Context: an optimization exercise on an open-source flow, tuned for small area, a short achievable clock period and few clock cycles per item. The choices shown serve that exercise and are no tape-out recipe. At most, simulation tests tie the RTL to the original design; equivalence was not proved. Function not checked in runs 1 and 4: the RTL went through the layout flow alone. Power figures rest on the tool's default switching activity, not on a simulated workload.

==> flow/design.v (outline; a module is shown in full before it is edited, if it fits) <==
// module polygon_convexity_check: 156 lines
// module pcc_booth_enc: 20 lines
// module pcc_cross: 2397 lines
// module pcc_sub: 108 lines
module polygon_convexity_check #(
  parameter int COORD_WIDTH = 16
) (
  input  logic                          clk,
  input  logic                          rst,
  input  logic                          vertex_valid,
  output logic                          vertex_ready,
  input  logic signed [COORD_WIDTH-1:0] vertex_x,
  input  logic signed [COORD_WIDTH-1:0] vertex_y,
  input  logic                          last_vertex,
  output logic                          result_valid,
  input  logic                          result_ready,
  output logic                          is_convex,
  output logic                          too_few
);
  // ...
==> flow/flow/run.sh <==
#!/bin/bash
# Layout flow: the standard flow (standard.sh) unchanged except for one step in
# synthesis. Before Yosys's fine-grained synthesis runs ABC, the adder trees of the RTL
# (plain XOR / majority gates) are mapped to full- and half-adder cells, so ABC cannot
# restructure them first; extracting them afterwards leaves inverters between the adder
# cells. Everything else, including the registers, is the standard synthesis.
set -euo pipefail
HERE=$(pwd)
FL=$HERE/flow

# synthesis script: ORFS's synth.tcl with the early adder extraction inserted
python3 - "$FLOW_HOME/scripts/synth.tcl" "$HERE/synth_fa.tcl" <<'PYEOF'
import sys
src = open(sys.argv[1]).read()
anchor = """if {
  [env_var_exists_and_non_empty SYNTH_WRAPPED_OPERATORS] ||
  [env_var_exists_and_non_empty SWAP_ARITH_OPERATORS]
} {
  source $::env(SCRIPTS_DIR)/synth_wrap_operators.tcl
} else {"""
early = """# early full-adder extraction (this flow's only change to synthesis)
opt -fast -full
memory_map
opt -full
techmap -map +/techmap.v -map $::env(FLOW_HOME)/platforms/common/lcu_kogge_stone.v
opt -fast
extract_fa {*}[dont_use_extract_fa_args]
techmap -map $::env(ADDER_MAP_FILE)
opt -fast

"""
assert src.count(anchor) == 1, "synth.tcl anchor not found"
open(sys.argv[2], "w").write(src.replace(anchor, early + anchor))
PYEOF
# The standard flow's synthesis wrapper, sourcing the script above instead of synth.tcl
sed "s|\$::env(SCRIPTS_DIR)/synth.tcl|$HERE/synth_fa.tcl|" synth_recipe.tcl > synth_recipe_fa.tcl
grep -q "synth_fa.tcl" synth_recipe_fa.tcl
# standard.sh with that synthesis wrapper, for the synth target only
sed "s|SYNTH_SCRIPT=[^ ]*|SYNTH_SCRIPT=$HERE/synth_recipe_fa.tcl|" standard.sh > standard_fa.sh
grep -q "synth_recipe_fa.tcl" standard_fa.sh

bash standard_fa.sh synth > synth.log 2>&1
bash standard.sh finish > finish.log 2>&1
==> flow/standard.sh <==
#!/bin/bash
# synth_recipe.tcl (not shown) runs the flow's synth.tcl, then flattens the netlist and writes it again
# the make line also repeats each setting of config.mk as NAME=value (left out here)
make -C /OpenROAD-flow-scripts/flow DESIGN_CONFIG=/design/flow/config.mk WORK_HOME=/design/flow/orfs CLKGATE_MAP_FILE= SYNTH_SCRIPT=/design/flow/synth_recipe.tcl "${@:-finish}"
==> flow/config.mk <==
export PLATFORM = sky130hd
export DESIGN_NAME = polygon_convexity_check
export DESIGN_NICKNAME = polygon_convexity_check
export VERILOG_FILES = /design/flow/design.v
export SDC_FILE = /design/flow/constraint.sdc
export NUM_CORES = 4
export LEC_CHECK = 0
export ABC_AREA = 1
export CAP_MARGIN = 20
export CORE_MARGIN = 2
export CORE_UTILIZATION = 40
export PLACE_DENSITY = 0.6
export SETUP_SLACK_MARGIN = 4.2
export SLEW_MARGIN = 20
==> flow/constraint.sdc <==
create_clock -name core_clock -period 7.5 [get_ports {clk}]
set_input_delay 1.5000 -clock core_clock [delete_from_list [all_inputs] [get_ports {clk}]]
set_output_delay 1.5000 -clock core_clock [all_outputs]
set_load 0.01 [all_outputs]
==> impl_metrics.csv, run 1 <==
group,metric,value,unit
synthesis,syn_inst,2321,
worst_hold_path,hp-start,"yend",
timing,period_minus_slack,3.391,ns
timing,slew_violations,0,
detailed_routing,drc,0,
power,swShare,0.3238,
final_layout,design.seq.count,334,
status,status,"no timing/DRC/antenna violations",
synthesis,syn_avg_cell_area,10.80,um2
final_layout,regMostFlops,"a_enc",
cts,clkSinkCount,334,
synthesis,synth-adder-area-share,0.2975,
synthesis,synth_compound_area_frac,0.1024,
cts,clk_latency,0.58,ns
synthesis,ys_seq_area_frac,0.3444,
detailed_routing,via_count,18200,
final_layout,final_cell_mix,"xor2_1 (321), fa_1 (272), nand2_1 (240)",
final_layout,layout-drive-gt1-share,0.2177,
timing,rsz0062_at_grt,"true",
timing,holdWs,0.3232,ns
critical_path,cp-end-kind,"flip-flop",
critical_path,cp-start-kind,"flip-flop",
power,pwr.group.clock,1.91,mW
die,std_cell_rows,91,
final_layout,nonClkBufAreaFrac,0.08542,
critical_path,rr_startpoint,"a_enc[9]",
synthesis,synth.area.top_cells,"fa_1 (23%), edfxtp_1 (23%), xor2_1 (11%)",
synthesis,yosys-mux-area-fraction,0.005593,
grt,use_met1,0.3005,
grt,grt_pass1_wl,110800,um
cts,cts_made_buffers,38,
synthesis,syn_nets,2778,
power,power_leader,"registers",
cts,cts-resized-gates,169,
power,comb_power,1.89,mW
==> module pcc_sub, before the edit <==
module pcc_sub (
  input  logic [16:0] a, b,
  output logic [16:0] d
);
  logic [16:0] g, p;
  assign g = a & ~b;
  assign p = a ^ ~b;
  logic G1, P1;
  logic G2, P2;
  logic G3, P3;
  logic G4, P4;
  logic G5, P5;
  logic G6, P6;
  logic G7, P7;
  logic G8, P8;
  logic G9, P9;
  logic G10, P10;
  logic G11, P11;
  logic G12, P12;
  logic G13, P13;
  logic G14, P14;
  logic G15, P15;
  logic G16, P16;
  logic G17, P17;
  logic G18, P18;
  logic G19, P19;
  logic G20, P20;
  logic G21, P21;
  logic G22, P22;
  logic G23, P23;
  logic G24, P24;
  logic G25, P25;
  logic G26, P26;
  logic G27, P27;
  assign G1 = g[0] | (p[0] & 1'b1);
  assign P1 = p[0] & 1'b0;
  assign G2 = g[2] | (p[2] & g[1]);
  assign P2 = p[2] & p[1];
  assign G3 = g[4] | (p[4] & g[3]);
  assign P3 = p[4] & p[3];
  assign G4 = g[6] | (p[6] & g[5]);
  assign P4 = p[6] & p[5];
  assign G5 = g[8] | (p[8] & g[7]);
  assign P5 = p[8] & p[7];
  assign G6 = g[10] | (p[10] & g[9]);
  assign P6 = p[10] & p[9];
  assign G7 = g[12] | (p[12] & g[11]);
  assign P7 = p[12] & p[11];
  assign G8 = g[14] | (p[14] & g[13]);
  assign P8 = p[14] & p[13];
  assign G9 = G2 | (P2 & G1);
  assign P9 = P2 & P1;
  assign G10 = G4 | (P4 & G3);
  assign P10 = P4 & P3;
  assign G11 = G6 | (P6 & G5);
  assign P11 = P6 & P5;
  assign G12 = G8 | (P8 & G7);
  assign P12 = P8 & P7;
  assign G13 = G10 | (P10 & G9);
  assign P13 = P10 & P9;
  assign G14 = G12 | (P12 & G11);
  assign P14 = P12 & P11;
  assign G15 = G14 | (P14 & G13);
  assign P15 = P14 & P13;
  assign G16 = G11 | (P11 & G13);
  assign P16 = P11 & P13;
  assign G17 = G3 | (P3 & G9);
  assign P17 = P3 & P9;
  assign G18 = G5 | (P5 & G13);
  assign P18 = P5 & P13;
  assign G19 = G7 | (P7 & G16);
  assign P19 = P7 & P16;
  assign G20 = g[1] | (p[1] & G1);
  assign P20 = p[1] & P1;
  assign G21 = g[3] | (p[3] & G9);
  assign P21 = p[3] & P9;
  assign G22 = g[5] | (p[5] & G17);
  assign P22 = p[5] & P17;
  assign G23 = g[7] | (p[7] & G13);
  assign P23 = p[7] & P13;
  assign G24 = g[9] | (p[9] & G18);
  assign P24 = p[9] & P18;
  assign G25 = g[11] | (p[11] & G16);
  assign P25 = p[11] & P16;
  assign G26 = g[13] | (p[13] & G19);
  assign P26 = p[13] & P19;
  assign G27 = g[15] | (p[15] & G15);
  assign P27 = p[15] & P15;
  logic [16:0] c;
  assign c[0] = 1'b1;
  assign c[1] = G1;
  assign c[2] = G20;
  assign c[3] = G9;
  assign c[4] = G21;
  assign c[5] = G17;
  assign c[6] = G22;
  assign c[7] = G13;
  assign c[8] = G23;
  assign c[9] = G18;
  assign c[10] = G24;
  assign c[11] = G16;
  assign c[12] = G25;
  assign c[13] = G19;
  assign c[14] = G26;
  assign c[15] = G15;
  assign c[16] = G27;
  assign d = p ^ c;
endmodule
==> run 2, diff against run 1 <==
--- a/flow/design.v
+++ b/flow/design.v
@@ -2575,19 +2575,113 @@
   assign s[30] = rg_30_0;
   assign c[30] = c649;
   assign s[31] = rg_31_0;
   assign c[31] = rg_31_1;
   assign s[32] = rg_32_0;
   assign c[32] = rg_32_1;
   assign s[33] = rg_33_0;
   assign c[33] = 1'b0;
-  logic [33:0] lo;
-  assign lo  = {1'b0, s[32:0]} + {1'b0, c[32:0]};
-  assign pos = !(s[33] ^ c[33] ^ lo[33]);
+  logic cg0, ct0;
+  assign cg0 = (s[1] & c[1]) | ((s[1] | c[1]) & (s[0] & c[0]));
+  assign ct0 = (s[1] | c[1]) & (s[0] | c[0]);
+  logic cg1, ct1;
+  assign cg1 = (s[3] & c[3]) | ((s[3] | c[3]) & (s[2] & c[2]));
+  assign ct1 = (s[3] | c[3]) & (s[2] | c[2]);
+  logic cg2, ct2;
+  assign cg2 = (s[5] & c[5]) | ((s[5] | c[5]) & (s[4] & c[4]));
+  assign ct2 = (s[5] | c[5]) & (s[4] | c[4]);
+  logic cg3, ct3;
+  assign cg3 = (s[7] & c[7]) | ((s[7] | c[7]) & (s[6] & c[6]));
+  assign ct3 = (s[7] | c[7]) & (s[6] | c[6]);
+  logic cg4, ct4;
+  assign cg4 = (s[9] & c[9]) | ((s[9] | c[9]) & (s[8] & c[8]));
+  assign ct4 = (s[9] | c[9]) & (s[8] | c[8]);
+  logic cg5, ct5;
+  assign cg5 = (s[11] & c[11]) | ((s[11] | c[11]) & (s[10] & c[10]));
+  assign ct5 = (s[11] | c[11]) & (s[10] | c[10]);
+  logic cg6, ct6;
+  assign cg6 = (s[13] & c[13]) | ((s[13] | c[13]) & (s[12] & c[12]));
+  assign ct6 = (s[13] | c[13]) & (s[12] | c[12]);
+  logic cg7, ct7;
+  assign cg7 = (s[15] & c[15]) | ((s[15] | c[15]) & (s[14] & c[14]));
+  assign ct7 = (s[15] | c[15]) & (s[14] | c[14]);
+  logic cg8, ct8;
+  assign cg8 = (s[17] & c[17]) | ((s[17] | c[17]) & (s[16] & c[16]));
+  assign ct8 = (s[17] | c[17]) & (s[16] | c[16]);
+  logic cg9, ct9;
+  assign cg9 = (s[19] & c[19]) | ((s[19] | c[19]) & (s[18] & c[18]));
+  assign ct9 = (s[19] | c[19]) & (s[18] | c[18]);
+  logic cg10, ct10;
+  assign cg10 = (s[21] & c[21]) | ((s[21] | c[21]) & (s[20] & c[20]));
+  assign ct10 = (s[21] | c[21]) & (s[20] | c[20]);
+  logic cg11, ct11;
+  assign cg11 = (s[23] & c[23]) | ((s[23] | c[23]) & (s[22] & c[22]));
+  assign ct11 = (s[23] | c[23]) & (s[22] | c[22]);
+  logic cg12, ct12;
+  assign cg12 = (s[25] & c[25]) | ((s[25] | c[25]) & (s[24] & c[24]));
+  assign ct12 = (s[25] | c[25]) & (s[24] | c[24]);
+  logic cg13, ct13;
+  assign cg13 = (s[27] & c[27]) | ((s[27] | c[27]) & (s[26] & c[26]));
+  assign ct13 = (s[27] | c[27]) & (s[26] | c[26]);
+  logic cg14, ct14;
+  assign cg14 = (s[29] & c[29]) | ((s[29] | c[29]) & (s[28] & c[28]));
+  assign ct14 = (s[29] | c[29]) & (s[28] | c[28]);
+  logic cg15, ct15;
+  assign cg15 = (s[31] & c[31]) | ((s[31] | c[31]) & (s[30] & c[30]));
+  assign ct15 = (s[31] | c[31]) & (s[30] | c[30]);
+  logic cg16, ct16;
+  assign cg16 = cg1 | (ct1 & cg0);
+  assign ct16 = ct1 & ct0;
+  logic cg17, ct17;
+  assign cg17 = cg3 | (ct3 & cg2);
+  assign ct17 = ct3 & ct2;
+  logic cg18, ct18;
+  assign cg18 = cg5 | (ct5 & cg4);
+  assign ct18 = ct5 & ct4;
+  logic cg19, ct19;
+  assign cg19 = cg7 | (ct7 & cg6);
+  assign ct19 = ct7 & ct6;
+  logic cg20, ct20;
+  assign cg20 = cg9 | (ct9 & cg8);
+  assign ct20 = ct9 & ct8;
+  logic cg21, ct21;
+  assign cg21 = cg11 | (ct11 & cg10);
+  assign ct21 = ct11 & ct10;
+  logic cg22, ct22;
+  assign cg22 = cg13 | (ct13 & cg12);
+  assign ct22 = ct13 & ct12;
+  logic cg23, ct23;
+  assign cg23 = cg15 | (ct15 & cg14);
+  assign ct23 = ct15 & ct14;
+  logic cg24, ct24;
+  assign cg24 = cg17 | (ct17 & cg16);
+  assign ct24 = ct17 & ct16;
+  logic cg25, ct25;
+  assign cg25 = cg19 | (ct19 & cg18);
+  assign ct25 = ct19 & ct18;
+  logic cg26, ct26;
+  assign cg26 = cg21 | (ct21 & cg20);
+  assign ct26 = ct21 & ct20;
+  logic cg27, ct27;
+  assign cg27 = cg23 | (ct23 & cg22);
+  assign ct27 = ct23 & ct22;
+  logic cg28, ct28;
+  assign cg28 = cg25 | (ct25 & cg24);
+  assign ct28 = ct25 & ct24;
+  logic cg29, ct29;
+  assign cg29 = cg27 | (ct27 & cg26);
+  assign ct29 = ct27 & ct26;
+  logic cg30, ct30;
+  assign cg30 = cg29 | (ct29 & cg28);
+  assign ct30 = ct29 & ct28;
+  logic cg31, ct31;
+  assign cg31 = (s[32] & c[32]) | ((s[32] | c[32]) & cg30);
+  assign ct31 = (s[32] | c[32]) & ct30;
+  assign pos = !(s[33] ^ c[33] ^ cg31);
 endmodule
 module pcc_sub (
   input  logic [16:0] a, b,
   output logic [16:0] d
 );
   logic [16:0] g, p;
   assign g = a & ~b;
   assign p = a ^ ~b;
@@ -2613,82 +2707,100 @@
   logic G20, P20;
   logic G21, P21;
   logic G22, P22;
   logic G23, P23;
   logic G24, P24;
   logic G25, P25;
   logic G26, P26;
   logic G27, P27;
+  logic G28, P28;
+  logic G29, P29;
+  logic G30, P30;
+  logic G31, P31;
+  logic G32, P32;
+  logic G33, P33;
   assign G1 = g[0] | (p[0] & 1'b1);
   assign P1 = p[0] & 1'b0;
   assign G2 = g[2] | (p[2] & g[1]);
   assign P2 = p[2] & p[1];
   assign G3 = g[4] | (p[4] & g[3]);
   assign P3 = p[4] & p[3];
   assign G4 = g[6] | (p[6] & g[5]);
   assign P4 = p[6] & p[5];
   assign G5 = g[8] | (p[8] & g[7]);
   assign P5 = p[8] & p[7];
   assign G6 = g[10] | (p[10] & g[9]);
   assign P6 = p[10] & p[9];
   assign G7 = g[12] | (p[12] & g[11]);
   assign P7 = p[12] & p[11];
   assign G8 = g[14] | (p[14] & g[13]);
   assign P8 = p[14] & p[13];
-  assign G9 = G2 | (P2 & G1);
-  assign P9 = P2 & P1;
-  assign G10 = G4 | (P4 & G3);
-  assign P10 = P4 & P3;
-  assign G11 = G6 | (P6 & G5);
-  assign P11 = P6 & P5;
-  assign G12 = G8 | (P8 & G7);
-  assign P12 = P8 & P7;
-  assign G13 = G10 | (P10 & G9);
-  assign P13 = P10 & P9;
-  assign G14 = G12 | (P12 & G11);
-  assign P14 = P12 & P11;
-  assign G15 = G14 | (P14 & G13);
-  assign P15 = P14 & P13;
-  assign G16 = G11 | (P11 & G13);
-  assign P16 = P11 & P13;
-  assign G17 = G3 | (P3 & G9);
-  assign P17 = P3 & P9;
-  assign G18 = G5 | (P5 & G13);
-  assign P18 = P5 & P13;
-  assign G19 = G7 | (P7 & G16);
-  assign P19 = P7 & P16;
-  assign G20 = g[1] | (p[1] & G1);
-  assign P20 = p[1] & P1;
-  assign G21 = g[3] | (p[3] & G9);
-  assign P21 = p[3] & P9;
-  assign G22 = g[5] | (p[5] & G17);
-  assign P22 = p[5] & P17;
-  assign G23 = g[7] | (p[7] & G13);
-  assign P23 = p[7] & P13;
-  assign G24 = g[9] | (p[9] & G18);
-  assign P24 = p[9] & P18;
-  assign G25 = g[11] | (p[11] & G16);
-  assign P25 = p[11] & P16;
-  assign G26 = g[13] | (p[13] & G19);
-  assign P26 = p[13] & P19;
-  assign G27 = g[15] | (p[15] & G15);
-  assign P27 = p[15] & P15;
+  assign G9 = g[1] | (p[1] & G1);
+  assign P9 = p[1] & P1;
+  assign G10 = G2 | (P2 & G1);
+  assign P10 = P2 & P1;
+  assign G11 = g[5] | (p[5] & G3);
+  assign P11 = p[5] & P3;
+  assign G12 = G4 | (P4 & G3);
+  assign P12 = P4 & P3;
+  assign G13 = g[9] | (p[9] & G5);
+  assign P13 = p[9] & P5;
+  assign G14 = G6 | (P6 & G5);
+  assign P14 = P6 & P5;
+  assign G15 = g[13] | (p[13] & G7);
+  assign P15 = p[13] & P7;
+  assign G16 = G8 | (P8 & G7);
+  assign P16 = P8 & P7;
+  assign G17 = g[3] | (p[3] & G10);
+  assign P17 = p[3] & P10;
+  assign G18 = G3 | (P3 & G10);
+  assign P18 = P3 & P10;
+  assign G19 = G11 | (P11 & G10);
+  assign P19 = P11 & P10;
+  assign G20 = G12 | (P12 & G10);
+  assign P20 = P12 & P10;
+  assign G21 = g[11] | (p[11] & G14);
+  assign P21 = p[11] & P14;
+  assign G22 = G7 | (P7 & G14);
+  assign P22 = P7 & P14;
+  assign G23 = G15 | (P15 & G14);
+  assign P23 = P15 & P14;
+  assign G24 = G16 | (P16 & G14);
+  assign P24 = P16 & P14;
+  assign G25 = g[7] | (p[7] & G20);
+  assign P25 = p[7] & P20;
+  assign G26 = G5 | (P5 & G20);
+  assign P26 = P5 & P20;
+  assign G27 = G13 | (P13 & G20);
+  assign P27 = P13 & P20;
+  assign G28 = G14 | (P14 & G20);
+  assign P28 = P14 & P20;
+  assign G29 = G21 | (P21 & G20);
+  assign P29 = P21 & P20;
+  assign G30 = G22 | (P22 & G20);
+  assign P30 = P22 & P20;
+  assign G31 = G23 | (P23 & G20);
+  assign P31 = P23 & P20;
+  assign G32 = G24 | (P24 & G20);
+  assign P32 = P24 & P20;
+  assign G33 = g[15] | (p[15] & G32);
+  assign P33 = p[15] & P32;
   logic [16:0] c;
   assign c[0] = 1'b1;
   assign c[1] = G1;
-  assign c[2] = G20;
-  assign c[3] = G9;
-  assign c[4] = G21;
-  assign c[5] = G17;
-  assign c[6] = G22;
-  assign c[7] = G13;
-  assign c[8] = G23;
-  assign c[9] = G18;
-  assign c[10] = G24;
-  assign c[11] = G16;
-  assign c[12] = G25;
-  assign c[13] = G19;
-  assign c[14] = G26;
-  assign c[15] = G15;
-  assign c[16] = G27;
+  assign c[2] = G9;
+  assign c[3] = G10;
+  assign c[4] = G17;
+  assign c[5] = G18;
+  assign c[6] = G19;
+  assign c[7] = G20;
+  assign c[8] = G25;
+  assign c[9] = G26;
+  assign c[10] = G27;
+  assign c[11] = G28;
+  assign c[12] = G29;
+  assign c[13] = G30;
+  assign c[14] = G31;
+  assign c[15] = G32;
+  assign c[16] = G33;
   assign d = p ^ c;
 endmodule
--- a/flow/config.mk
+++ b/flow/config.mk
@@ -5,10 +5,10 @@
 export SDC_FILE = /design/flow/constraint.sdc
 export NUM_CORES = 4
 export LEC_CHECK = 0
 export ABC_AREA = 1
 export CAP_MARGIN = 20
 export CORE_MARGIN = 2
 export CORE_UTILIZATION = 40
 export PLACE_DENSITY = 0.6
-export SETUP_SLACK_MARGIN = 4.2
+export SETUP_SLACK_MARGIN = 4.0
 export SLEW_MARGIN = 20
==> impl_metrics.csv, run 2 <==
group,metric,value,unit
cts,cts.htree.levels,2,
final_layout,layout_commonest_cell,"xor2_1",
grt,grt_max_degree,87,
synthesis,synth-edff-count,194,
final_layout,antennaDiodeCount,0,
placement,gp_congestion,0.9702,
synthesis,syn_area,25080,um2
detailed_routing,ant_nets,0,
final_layout,fin_util,0.4686,
detailed_routing,wl,70060,um
synthesis,synth_top_area_share,0.2323,
synthesis,yosysWarnings,4,
grt,grt_pass1_wl,108800,um
grt,grt.met2_usage,0.3373,
critical_path,arrival,3.91,ns
synthesis,synth_flop_cell,"edfxtp_1",
critical_path,cp-start-kind,"flip-flop",
timing,slew_violations,0,
cts,clockBufferDepth,3,
final_layout,final_nets,2913,
die,fp.dieH,254.4,um
final_layout,seqCellArea,8628,um2
critical_path,critPathKind,"flip-flop to flip-flop",
final_layout,num-fill-cells,5665,
power,p_leak,12.02,nW
synthesis,post-synth-top-count-cell,"xor2_1",
final_layout,layout-drive-gt1-share,0.1524,
critical_path,worstPathMaxFanout,9,
final_layout,multi_input_area,14840,um2
synthesis,yosys.cell_types.count,43,
placement,numPortBuffers,40,
synthesis,ys_ff_latch,334,
final_layout,final_cell_mix,"xor2_1 (324), nand2_1 (294), fa_1 (283)",
synthesis,yosys-top-cells-count,"xor2_1 (324), nand2_1 (308), fa_1 (285)",
grt,overflow,0,
timing,max_freq,288.3,MHz
synthesis,syn_avg_cell_area,10.47,um2
timing,clock-skew-final,0.02805,ns
grt,grt_util_met3,0.05083,
flow_run,cap_violations,0,
die,die_area,64730,um2
die,design.portCount,41,
grt,gr-max-usage-layer,"met2",
detailed_routing,first_pass_iters,5,
cts,cts_made_buffers,38,
timing,setup_viol,0,
critical_path,cp_data_required_time,7.94,ns
placement,dp_slack,2.940,ns
synthesis,synthArstFlopShare,0,
timing,tightest_slew,0.9739,ns
synthesis,syn_inst,2396,
final_layout,largest_register_ffs,52,
placement,hpwl,49800,um
cts,clkSinkCount,334,
timing,post-route-period-util,0.4625,
power,ir_drop,205.2,uV
grt,grt_pass1_vias,18490,
die,die_w,254.4,um
final_layout,area_delta_synth_final,15.51,%
grt,track_usage,0.2202,
timing,final.setup.tns,0,ns
cts,ctsHoldBuffers,0,
synthesis,syn_nets,2813,
critical_path,cp-end-kind,"flip-flop",
synthesis,yosys.area.top_type,"edfxtp_1",
cts,tritoncts,"done",
final_layout,regMostFlops,"a_enc",
detailed_routing,drt_iter0_drc,1759,
grt,antenna_found_initial,0,
cts,cts.clk_slew.worst_paths,0.07,ns
power,powerDensity,160.2,nW/um2
die,core,61830,um2
timing,hold_violations,0,
synthesis,synth.area.top_cells,"edfxtp_1 (23%), fa_1 (23%), xor2_1 (11%)",
grt,use_met1,0.2984,
cts,clk_latency,0.58,ns
timing,slew_headroom,0.3492,
cts,root_buffer,"clkbuf_16",
timing,period_minus_slack,3.469,ns
timing,setup_slack,4.031,ns
die,std_cell_rows,91,
worst_hold_path,hold_path.class,"flip-flop to flip-flop",
detailed_routing,via_count,17850,
detailed_routing,drc,0,
synthesis,ys_seq_area_frac,0.3440,
timing,rsz0062_at_grt,"true",
detailed_routing,routedWlPerCell,20.83,um
die,start_util,0.4057,
detailed_routing,post_drt_via_cell_ratio,5.309,
status,status,"no timing/DRC/antenna violations",
[run 2: layout make-up]
cell class | count | area share
inverter | 326 | 0.04949
sequential | 334 | 0.2978
tap | 837 | 0.03615
multi-input combinational | 1615 | 0.5123
clock buffer | 54 | 0.03839
clock inverter | 16 | 0.006089
timing repair inverter | 1 | 0.0001727
timing repair buffer | 180 | 0.05964
[run 2: through the flow]
| stage | instances | power (mW) | hold WS (ns) | area [um2] |
|---|---|---|---|---|
| floorplan | 2396 | 2.573 | 0.3096 | 25110 |
| global placement | 3164 | 2.775 | 0.3127 | 26120 |
| detailed placement | 3165 | 2.797 | 0.3121 | 26140 |
| CTS | 3295 | 4.693 | 0.3246 | 28090 |
| global route | 3363 | 4.890 | 0.3347 | 28970 |
| finish | 3363 | 4.641 | 0.3207 | 28970 |
[run 2: routing by layer]
metal	share of wire	routed length (um)	up-vias
met3	0.084	5919	186
li1	-	-	8066
met5	0	0	-
met2	0.44	31150	833
met4	0.045	3171	0
met1	0.43	29820	8769
[run 2: cells by family after synthesis]
| kind of cell | count (synthesis) | share of synthesized area |
|---|---|---|
| adders and majority gates | 380 | 0.2749 |
| AOI/OAI and AO/OA | 396 | 0.1046 |
| DFF | 334 | 0.3440 |
| muxes | 22 | 0.008779 |
| buffers and inverters | 447 | 0.07033 |
| and+or+nand+nor | 479 | 0.07941 |
| xor gates and xnor gates | 338 | 0.1180 |
[run 2: final timing paths]
| path | slack (ns) | end | cells after the start | from |
|---|---|---|---|---|
| worst max-delay path | 4.03 | u_cross.rg_16_2 | 8 | a_enc[12] |
| worst min-delay path | 0.32 | zend | 0 | yend |
| worst max register to register | 4.03 | u_cross.rg_16_2 | 8 | a_enc[12] |
| worst min register to register | 0.32 | zend | 0 | yend |
[run 2: what timing repair did]
item	CTS	global route
pin swaps	12	19
setup endpoints to repair	222	52
gates cloned	0	1
setup buffers	60	67
gates resized for setup	69	76
[run 2: power breakdown]
group | switching, mW | internal (mW) | leakage, nW
Combinational | 0.408 | 0.292 | 8.45
Clock | 0.781 | 1.09 | 0.630
Sequential | 0.0404 | 2.03 | 2.94
[run 2: worst max-delay path, stage by stage (launching register included)]
cell	delay (ns)
edfxtp_1	0.50
clkinvlp_4	0.16
buf_4	0.19
o22ai_1	0.21
xor2_1	0.25
fa_1	0.49
fa_1	0.63
fa_1	0.46
fa_1	0.45
Testbench counts of run 2, summed over its fixed seeds: cycles 59,325, items 59,266.
==> run 3, diff against run 2 <==
--- a/flow/config.mk
+++ b/flow/config.mk
@@ -9,6 +9,8 @@
 export CAP_MARGIN = 20
 export CORE_MARGIN = 2
 export CORE_UTILIZATION = 40
+export CTS_CLUSTER_DIAMETER = 80
+export CTS_CLUSTER_SIZE = 30
 export PLACE_DENSITY = 0.6
 export SETUP_SLACK_MARGIN = 4.0
 export SLEW_MARGIN = 20
==> impl_metrics.csv, run 3 <==
group,metric,value,unit
status,status,"no timing/DRC/antenna violations",
critical_path,cp-start-kind,"flip-flop",
critical_path,max_stage_delay,0.64,ns
die,std_cell_rows,91,
synthesis,ys_seq_area_frac,0.3440,
synthesis,ys_ff_latch,334,
die,design.portCount,41,
flow_run,cap_violations,0,
final_layout,antennaDiodeCount,0,
timing,clock-skew-final,0.02614,ns
cts,root_buffer,"clkbuf_16",
timing,rsz0062_at_grt,"true",
die,core,61830,um2
detailed_routing,drc,0,
timing,tightest_slew,0.9833,ns
detailed_routing,post_drt_via_cell_ratio,5.343,
critical_path,arrival,3.95,ns
synthesis,syn_avg_cell_area,10.47,um2
timing,slew_headroom,0.3429,
detailed_routing,routedWlPerCell,21.01,um
power,power.total,4.094,mW
cts,ctsHoldBuffers,0,
power,powerDensity,144.1,nW/um2
synthesis,synth_top_area_share,0.2323,
critical_path,path_cells,"clkinv_1 -> o22ai_1 -> xor2_1 -> fa_1 -> fa_1 -> fa_1",
cts,clockBufferDepth,3,
detailed_routing,wl,69930,um
grt,antenna_found_initial,0,
die,fp.dieH,254.4,um
detailed_routing,ant_nets,0,
cts,cts_made_buffers,21,
synthesis,yosys.area.top_type,"edfxtp_1",
die,die_w,254.4,um
timing,slew_violations,0,
detailed_routing,via_count,17790,
critical_path,cp_data_required_time,7.95,ns
grt,grt_pass1_vias,18280,
critical_path,path_buf_inv,1,
synthesis,yosys-top-cells-count,"xor2_1 (324), nand2_1 (308), fa_1 (285)",
synthesis,post-synth-top-count-cell,"xor2_1",
grt,grt_pass1_wl,108100,um
synthesis,synth_flop_cell,"edfxtp_1",
grt,track_usage,0.2176,
final_layout,largest_register_ffs,52,
timing,hold_violations,0,
timing,post-route-period-util,0.4671,
critical_path,critPathMostFrequentCell,"fa_1",
power,ir_drop,245.0,uV
detailed_routing,first_pass_iters,5,
die,start_util,0.4057,
cts,cts.clk_slew.worst_paths,0.11,ns
final_layout,final_cell_mix,"xor2_1 (324), nand2_1 (296), fa_1 (283)",
worst_hold_path,hold_path.class,"flip-flop to flip-flop",
detailed_routing,drt_iter0_drc,1913,
grt,overflow,0,
cts,tritoncts,"done",
cts,cts.htree.levels,1,
timing,final.setup.tns,0,ns
placement,hpwl,49800,um
cts,clk_latency,0.58,ns
grt,grt_max_degree,87,
timing,max_freq,285.5,MHz
synthesis,yosys.cell_types.count,43,
critical_path,path_delay_family,"adder cells",
final_layout,layout-drive-gt1-share,0.1445,
timing,setup_viol,0,
critical_path,cp-end-kind,"flip-flop",
synthesis,synthArstFlopShare,0,
synthesis,yosysWarnings,4,
final_layout,regMostFlops,"a_enc",
synthesis,synth-edff-count,194,
synthesis,syn_inst,2396,
critical_path,worstPathMaxFanout,10,
die,die_area,64730,um2
synthesis,synth.area.top_cells,"edfxtp_1 (23%), fa_1 (23%), xor2_1 (11%)",
final_layout,area_delta_synth_final,13.29,%
power,p_leak,11.74,nW
placement,numPortBuffers,40,
synthesis,syn_nets,2813,
critical_path,critPathKind,"flip-flop to flip-flop",
critical_path,slowest_stage,"edfxtp_1",
placement,gp_congestion,0.9702,
final_layout,num-fill-cells,5719,
synthesis,syn_area,25080,um2
final_layout,layout_commonest_cell,"xor2_1",
final_layout,final_nets,2894,
cts,clkSinkCount,334,
timing,period_minus_slack,3.503,ns
run 3: worst paths after layout:
check	from	end	slack (ns)	cells after the start
setup / recovery	b_x[0]	u_cross.rg_13_2	4.00	6
hold / removal	yend	zend	0.34	0
setup reg to reg	b_x[0]	u_cross.rg_13_2	4.00	6
hold reg to reg	yend	zend	0.34	0
run 3: through the flow:
step | utilization | instances | instance area (um2) | setup WS (ns) | hold slack [ns]
after detailed placement | 0.4228 | 3165 | 26140 | 2.940 | 0.3121
after floorplan | - | 2396 | 25110 | 4.008 | 0.3096
after global routing | 0.4596 | 3329 | 28420 | 3.907 | 0.3459
final | 0.4596 | 3329 | 28420 | 3.997 | 0.3371
after global placement | 0.4225 | 3164 | 26120 | 3.039 | 0.3127
after CTS | 0.4475 | 3273 | 27670 | 3.999 | 0.3390
run 3: per-layer routing:
layer / wire, um / vias to the layer above / track usage
li1: - / 7999 / -
met1: 29790 / 8737 / 0.2987
met2: 31160 / 860 / 0.3374
met3: 5929 / 191 / 0.04327
met4: 3046 / 0 / 0.08924
met5: 0 / - / 0
run 3: repair_timing:
item / in CTS / in global routing
endpoints found under the setup margin: 219 / 49
cloned: 0 / 2
resized for setup: 69 / 75
buffers inserted: 70 / 54
pin swaps: 12 / 15
run 3: where the power goes:
group | switching (mW) | internal (mW) | total (mW)
logic | 0.406 | 0.287 | 0.693
registers | 0.0405 | 2.03 | 2.07
clock network | 0.748 | 0.584 | 1.33
total | 1.19 | 2.90 | 4.09
run 3: kinds of logic after synthesis:
kind of cell | count (synthesis) | share of synthesized area
simple gates | 479 | 0.07941
buf+inv | 447 | 0.07033
compound gates | 396 | 0.1046
fa+ha+maj | 380 | 0.2749
xor+xnor | 338 | 0.1180
flops | 334 | 0.3440
mux | 22 | 0.008779
run 3: worst register-to-register path, stage by stage (launching register included):
cell and delay [ns]:
edfxtp_1 0.64, clkinv_1 0.62, o22ai_1 0.33, xor2_1 0.33, fa_1 0.48, fa_1 0.56
fa_1 0.41
run 3: final cells by class:
type                       count  area, um2  area share
multi-input combinational   1616      14840      0.5221
sequential                   334       8628      0.3036
timing repair buffer         177       1692     0.05953
inverter                     326       1438     0.05059
tap                          837       1047     0.03685
clock buffer                  21      525.5     0.01849
clock inverter                17      244.0    0.008586
timing repair inverter         1      5.005   0.0001761
==> module polygon_convexity_check, before the edit <==
module polygon_convexity_check #(
  parameter int COORD_WIDTH = 16
) (
  input  logic                          clk,
  input  logic                          rst,
  input  logic                          vertex_valid,
  output logic                          vertex_ready,
  input  logic signed [COORD_WIDTH-1:0] vertex_x,
  input  logic signed [COORD_WIDTH-1:0] vertex_y,
  input  logic                          last_vertex,
  output logic                          result_valid,
  input  logic                          result_ready,
  output logic                          is_convex,
  output logic                          too_few
);
  localparam int DW     = COORD_WIDTH + 1;
  localparam int QDEPTH = 4;
  logic [COORD_WIDTH-1:0] prev_x, prev_y;      
  logic [COORD_WIDTH-1:0] first_x, first_y;    
  logic [DW-1:0]          e0_x, e0_y;          
  logic [1:0]             seen;                
  logic                   close1, close2;      
  logic                   few1, few2;          
  logic [53:0]   a_enc;         
  logic [53:0]   a_enc_next;
  logic [DW-1:0] a_src_x, a_src_y;
  logic [DW-1:0] b_x, b_y;
  logic          xv, xfirst, xend, xfew;
  logic          yv, yfirst, yend, yfew;
  logic          zv, zfirst, zend, zfew, zpos;
  logic          pos;
  logic          seen_pos, seen_neg;
  logic [QDEPTH-1:0] qv, qc, qf;
  logic [2:0] outstanding;
  logic              ready_q;
  logic          fire, pop, load, push, push_c, push_f;
  logic [DW-1:0] sub_x, sub_y, e_x, e_y;
  assign vertex_ready = ready_q;
  assign fire         = vertex_valid && ready_q && !rst;
  assign pop          = qv[0] && result_ready;
  assign sub_x = close1 ? {first_x[COORD_WIDTH-1], first_x} : {vertex_x[COORD_WIDTH-1], vertex_x};
  assign sub_y = close1 ? {first_y[COORD_WIDTH-1], first_y} : {vertex_y[COORD_WIDTH-1], vertex_y};
  pcc_sub u_sub_x (.a({prev_x[COORD_WIDTH-1], prev_x}), .b(sub_x), .d(e_x));
  pcc_sub u_sub_y (.a({prev_y[COORD_WIDTH-1], prev_y}), .b(sub_y), .d(e_y));
  assign a_src_x = (fire && seen == 2'd2) ? e0_x : b_x;
  assign a_src_y = (fire && seen == 2'd2) ? e0_y : b_y;
  pcc_booth_enc u_enc (
    .x   (a_src_x),
    .y   (a_src_y),
    .enc (a_enc_next)
  );
  assign load = (fire && seen[1]) || close1 || close2;
  always_ff @(posedge clk) begin
    if (rst) begin
      seen   <= 2'd0;
      close1 <= 1'b0;
      close2 <= 1'b0;
      few1   <= 1'b0;
      few2   <= 1'b0;
    end else begin
      if (fire) begin
        if (last_vertex)     seen <= 2'd0;
        else if (seen != 3)  seen <= seen + 2'd1;
      end
      close1 <= fire && last_vertex && seen[1];
      close2 <= close1;
      few1   <= fire && last_vertex && !seen[1];
      few2   <= few1;
    end
    if (fire) begin
      prev_x <= vertex_x;
      prev_y <= vertex_y;
    end
    if (fire && seen == 2'd0) begin
      first_x <= vertex_x;
      first_y <= vertex_y;
    end
    if (fire && seen == 2'd1) begin
      e0_x <= e_x;
      e0_y <= e_y;
    end
    if (load) begin
      a_enc <= a_enc_next;
      b_x <= close2 ? e0_x : e_x;
      b_y <= close2 ? e0_y : e_y;
    end
  end
  always_ff @(posedge clk) begin
    if (rst) begin
      xv <= 1'b0; xfew <= 1'b0;
      yv <= 1'b0; yfew <= 1'b0;
      zv <= 1'b0; zfew <= 1'b0;
    end else begin
      xv <= load;  xfew <= few2;
      yv <= xv;    yfew <= xfew;
      zv <= yv;    zfew <= yfew;
    end
    xfirst <= fire && seen == 2'd2;
    xend   <= close2;
    yfirst <= xfirst;
    yend   <= xend;
    zfirst <= yfirst;
    zend   <= yend;
    zpos   <= pos;
  end
  pcc_cross u_cross (
    .clk (clk),
    .aenc(a_enc),
    .bx  (b_x),
    .by  (b_y),
    .pos (pos)
  );
  logic sp_next, sn_next;
  assign sp_next = (seen_pos && !zfirst) || zpos;
  assign sn_next = (seen_neg && !zfirst) || !zpos;
  always_ff @(posedge clk) begin
    if (zv) begin
      seen_pos <= sp_next;
      seen_neg <= sn_next;
    end
  end
  assign push   = (zv && zend) || zfew;
  assign push_c = !zfew && !(sp_next && sn_next);
  assign push_f = zfew;
  logic [QDEPTH-1:0] q_wr, q_shv, q_shc, q_shf;
  logic [2:0] outstanding_next;
  always_comb begin
    for (int i = 0; i < QDEPTH; i++) begin
      q_shv[i] = pop ? ((i + 1 < QDEPTH) ? qv[i+1] : 1'b0) : qv[i];
      q_shc[i] = pop ? ((i + 1 < QDEPTH) ? qc[i+1] : 1'b0) : qc[i];
      q_shf[i] = pop ? ((i + 1 < QDEPTH) ? qf[i+1] : 1'b0) : qf[i];
    end
    for (int i = 0; i < QDEPTH; i++) begin
      q_wr[i] = push && !q_shv[i] && ((i == 0) || q_shv[i-1]);
    end
    outstanding_next = outstanding + (fire && last_vertex) - pop;
  end
  always_ff @(posedge clk) begin
    if (rst) begin
      qv          <= '0;
      outstanding <= '0;
      ready_q     <= 1'b1;
    end else begin
      qv          <= q_shv | q_wr;
      outstanding <= outstanding_next;
      ready_q     <= outstanding_next < QDEPTH;
    end
    for (int i = 0; i < QDEPTH; i++) begin
      qc[i] <= q_wr[i] ? push_c : q_shc[i];
      qf[i] <= q_wr[i] ? push_f : q_shf[i];
    end
  end
  assign result_valid = qv[0];
  assign is_convex    = qc[0];
  assign too_few      = qf[0];
endmodule
==> run 4, diff against run 3 <==
--- a/flow/design.v
+++ b/flow/design.v
@@ -92,8 +92,8 @@
       e0_x <= e_x;
       e0_y <= e_y;
     end
+    a_enc <= a_enc_next;
     if (load) begin
-      a_enc <= a_enc_next;
       b_x <= close2 ? e0_x : e_x;
       b_y <= close2 ? e0_y : e_y;
     end
==> impl_metrics.csv, run 4 <==
group,metric,value,unit
critical_path,critPathKind,"flip-flop to flip-flop",
detailed_routing,wl,67330,um
placement,gp_congestion,0.9567,
cts,clk_latency,0.59,ns
grt,track_usage,0.2138,
status,status,"no timing/DRC/antenna violations",
cts,ctsHoldBuffers,0,
grt,overflow,0,
die,die_area,63360,um2
timing,max_freq,287.4,MHz
cts,clockBufferDepth,3,
power,ir_drop,224.0,uV
grt,grt_max_degree,62,
critical_path,cp_data_required_time,7.96,ns
synthesis,yosysWarnings,4,
die,fp.dieH,251.7,um
final_layout,area_delta_synth_final,11.27,%
power,power.total,6.447,mW
cts,cts_made_buffers,21,
critical_path,arrival,3.94,ns
grt,antenna_found_initial,0,
cts,cts.clk_slew.worst_paths,0.10,ns
synthesis,syn_inst,2395,
final_layout,num-fill-cells,5623,
timing,period_minus_slack,3.480,ns
final_layout,layout-drive-gt1-share,0.1211,
die,design.portCount,41,
grt,grt_pass1_vias,17660,
critical_path,reg2regPathDepth,6,
synthesis,post-synth-top-count-cell,"xor2_1",
final_layout,regMostFlops,"a_enc",
synthesis,synthArstFlopShare,0,
power,powerDensity,236.1,nW/um2
timing,final.setup.tns,0,ns
cts,root_buffer,"clkbuf_16",
detailed_routing,drc,0,
power,p_leak,11.57,nW
critical_path,cp-end-kind,"flip-flop",
die,start_util,0.4059,
power,p_comb_frac,0.421,
flow_run,cap_violations,0,
detailed_routing,via_count,17200,
synthesis,syn_area,24540,um2
detailed_routing,post_drt_via_cell_ratio,5.342,
synthesis,ys_ff_latch,334,
die,std_cell_rows,90,
final_layout,instances_no_fill,3219,
synthesis,syn_nets,2812,
final_layout,largest_register_ffs,52,
timing,slew_headroom,0.4512,
detailed_routing,routedWlPerCell,20.92,um
detailed_routing,drt_iter0_drc,1623,
timing,rsz0062_at_grt,"true",
cts,cts.htree.levels,1,
placement,dp_cells,3114,
cts,clkSinkCount,334,
power,seqPwrFrac,0.368,
final_layout,antennaDiodeCount,0,
synthesis,synth_flop_cell,"dfxtp_1",
final_layout,layout_commonest_cell,"xor2_1",
detailed_routing,first_pass_iters,5,
synthesis,synth-edff-count,142,
power,p_int,3.985,mW
power,clkPwrFrac,0.211,
final_layout,final_nets,2839,
synthesis,ys_seq_area_frac,0.3303,
synthesis,yosys-top-cells-count,"xor2_1 (324), nand2_1 (304), fa_1 (285)",
timing,hold_violations,0,
critical_path,cp-start-kind,"flip-flop",
synthesis,synth.area.top_cells,"fa_1 (23%), edfxtp_1 (17%), dfxtp_1 (16%)",
timing,tightest_slew,0.8181,ns
timing,post-route-period-util,0.4640,
die,core,60470,um2
timing,setup_viol,0,
final_layout,final_cell_mix,"xor2_1 (324), nand2_1 (292), fa_1 (285)",
synthesis,yosys.area.top_type,"fa_1",
timing,clock-skew-final,0.03179,ns
cts,tritoncts,"done",
worst_hold_path,hold_path.class,"flip-flop to flip-flop",
critical_path,worstPathMaxFanout,16,
synthesis,syn_avg_cell_area,10.25,um2
die,die_w,251.7,um
synthesis,yosys.cell_types.count,43,
worst_hold_path,whs_path_depth,0,
grt,grt_pass1_wl,104600,um
placement,numPortBuffers,40,
synthesis,synth_top_area_share,0.2325,
timing,slew_violations,0,
detailed_routing,ant_nets,0,
power,swShare,0.3819,
placement,hpwl,50030,um
power,p_sw,2.462,mW
-- run 4: metrics by stage --
| step | hold WS, ns | setup WS, ns | area (um2) | util |
|---|---|---|---|---|
| finish | 0.3348 | 4.020 | 27310 | 0.4516 |
| global route | 0.3460 | 3.925 | 27310 | 0.4516 |
| CTS | 0.3382 | 3.996 | 26610 | 0.4401 |
| detailed placement | 0.3132 | 3.163 | 25540 | 0.4224 |
| global placement | 0.3167 | 3.207 | 25540 | 0.4224 |
| floorplan | 0.3096 | 4.010 | 24560 | - |
-- run 4: final cells by class --
type	count	area, um2	area share
Clock buffer	24	579.3	0.02121
Clock inverter	14	196.4	0.007193
Inverter	328	1379	0.05049
Multi-Input combinational cell	1612	14790	0.5414
Sequential cell	334	8122	0.2974
Tap cell	782	978.4	0.03583
Timing Repair Buffer	125	1269	0.04646
-- run 4: power groups by stage --
stage          registers (mW)  clock network, mW  logic (mW)
6_report                 2.37               1.36        2.72
5_1_grt                  2.41               1.46        3.18
4_1_cts                  2.38               1.41        2.77
3_5_place_dp             2.42                  0        2.73
3_3_place_gp             2.40                  0        2.67
2_1_floorplan            2.38                  0        1.89
-- run 4: cells by family (layout without fill, tap and decap cells) --
| kind of cell | Yosys count | count (layout) | share of synthesized area |
|---|---|---|---|
| xor+xnor | 338 | 338 | 0.1206 |
| simple gates | 475 | 475 | 0.08013 |
| compound gates | 397 | 397 | 0.1070 |
| buf+inv | 449 | 491 | 0.07208 |
| fa+ha+maj | 380 | 380 | 0.2809 |
| flops | 334 | 334 | 0.3303 |
| mux | 22 | 22 | 0.008972 |
-- run 4: worst max-delay path, stage by stage (launching register included) --
cell and delay, ns:
dfxtp_1 0.67, inv_2 0.38, xor2_1 0.28, fa_1 0.59, fa_1 0.44, fa_1 0.54
fa_1 0.42
-- run 4: repair_timing --
action,4_1_cts,5_1_grt
endpoints found under the setup margin,153,46
pin swaps,11,21
resized for setup,48,81
buffers inserted,26,41
-- run 4: final timing paths --
check	end	start	slack (ns)
worst max-delay path	u_cross.rg_16_2	a_enc[44]	4.02
worst min-delay path	zend	yend	0.33
worst max register to register	u_cross.rg_16_2	a_enc[44]	4.02
worst min register to register	zend	yend	0.33
-- run 4: per-layer routing --
layer	GRT usage	share of wire	vias up
met1	0.2877	0.43	8535
met4	0.07568	0.038	0
met3	0.03405	0.067	134
met5	0	0	-
met2	0.3502	0.47	689
li1	-	-	7838

## what the ideal ports hide
The results above use ideal ports. As a check the final layouts listed here were re-extracted and re-timed, cells and wires unchanged.
Step 1, drivers: a clkbuf_16 drives clk and a buf_2 each remaining input, both assumed.
Step 2, shift: input delay + t, output delay - t, t = (earliest + latest rising clock arrival at the registers) / 2. This alone moves slack from input paths to output paths.
a / b / c = ideal ports / drivers / drivers and shift; a / b = the first two.
| run | shift t [ns] | slack for setup (ns) | worst setup path after step 2 |
|---|---|---|---|
| run 1 | 0.637 | 4.109 / 4.109 / 3.654 | input to register |
| run 2 | 0.629 | 4.031 / 4.031 / 3.492 | input to register |
| run 3 | 0.633 | 3.997 / 3.997 / 3.498 | input to register |
| run 4 | 0.639 | 4.020 / 4.020 / 3.506 | input to register |
After both steps every run listed still meets setup and hold. For run 2, which loses most, drivers alone change the setup slack by 0.000 ns; drivers and shift together by -0.539 ns.
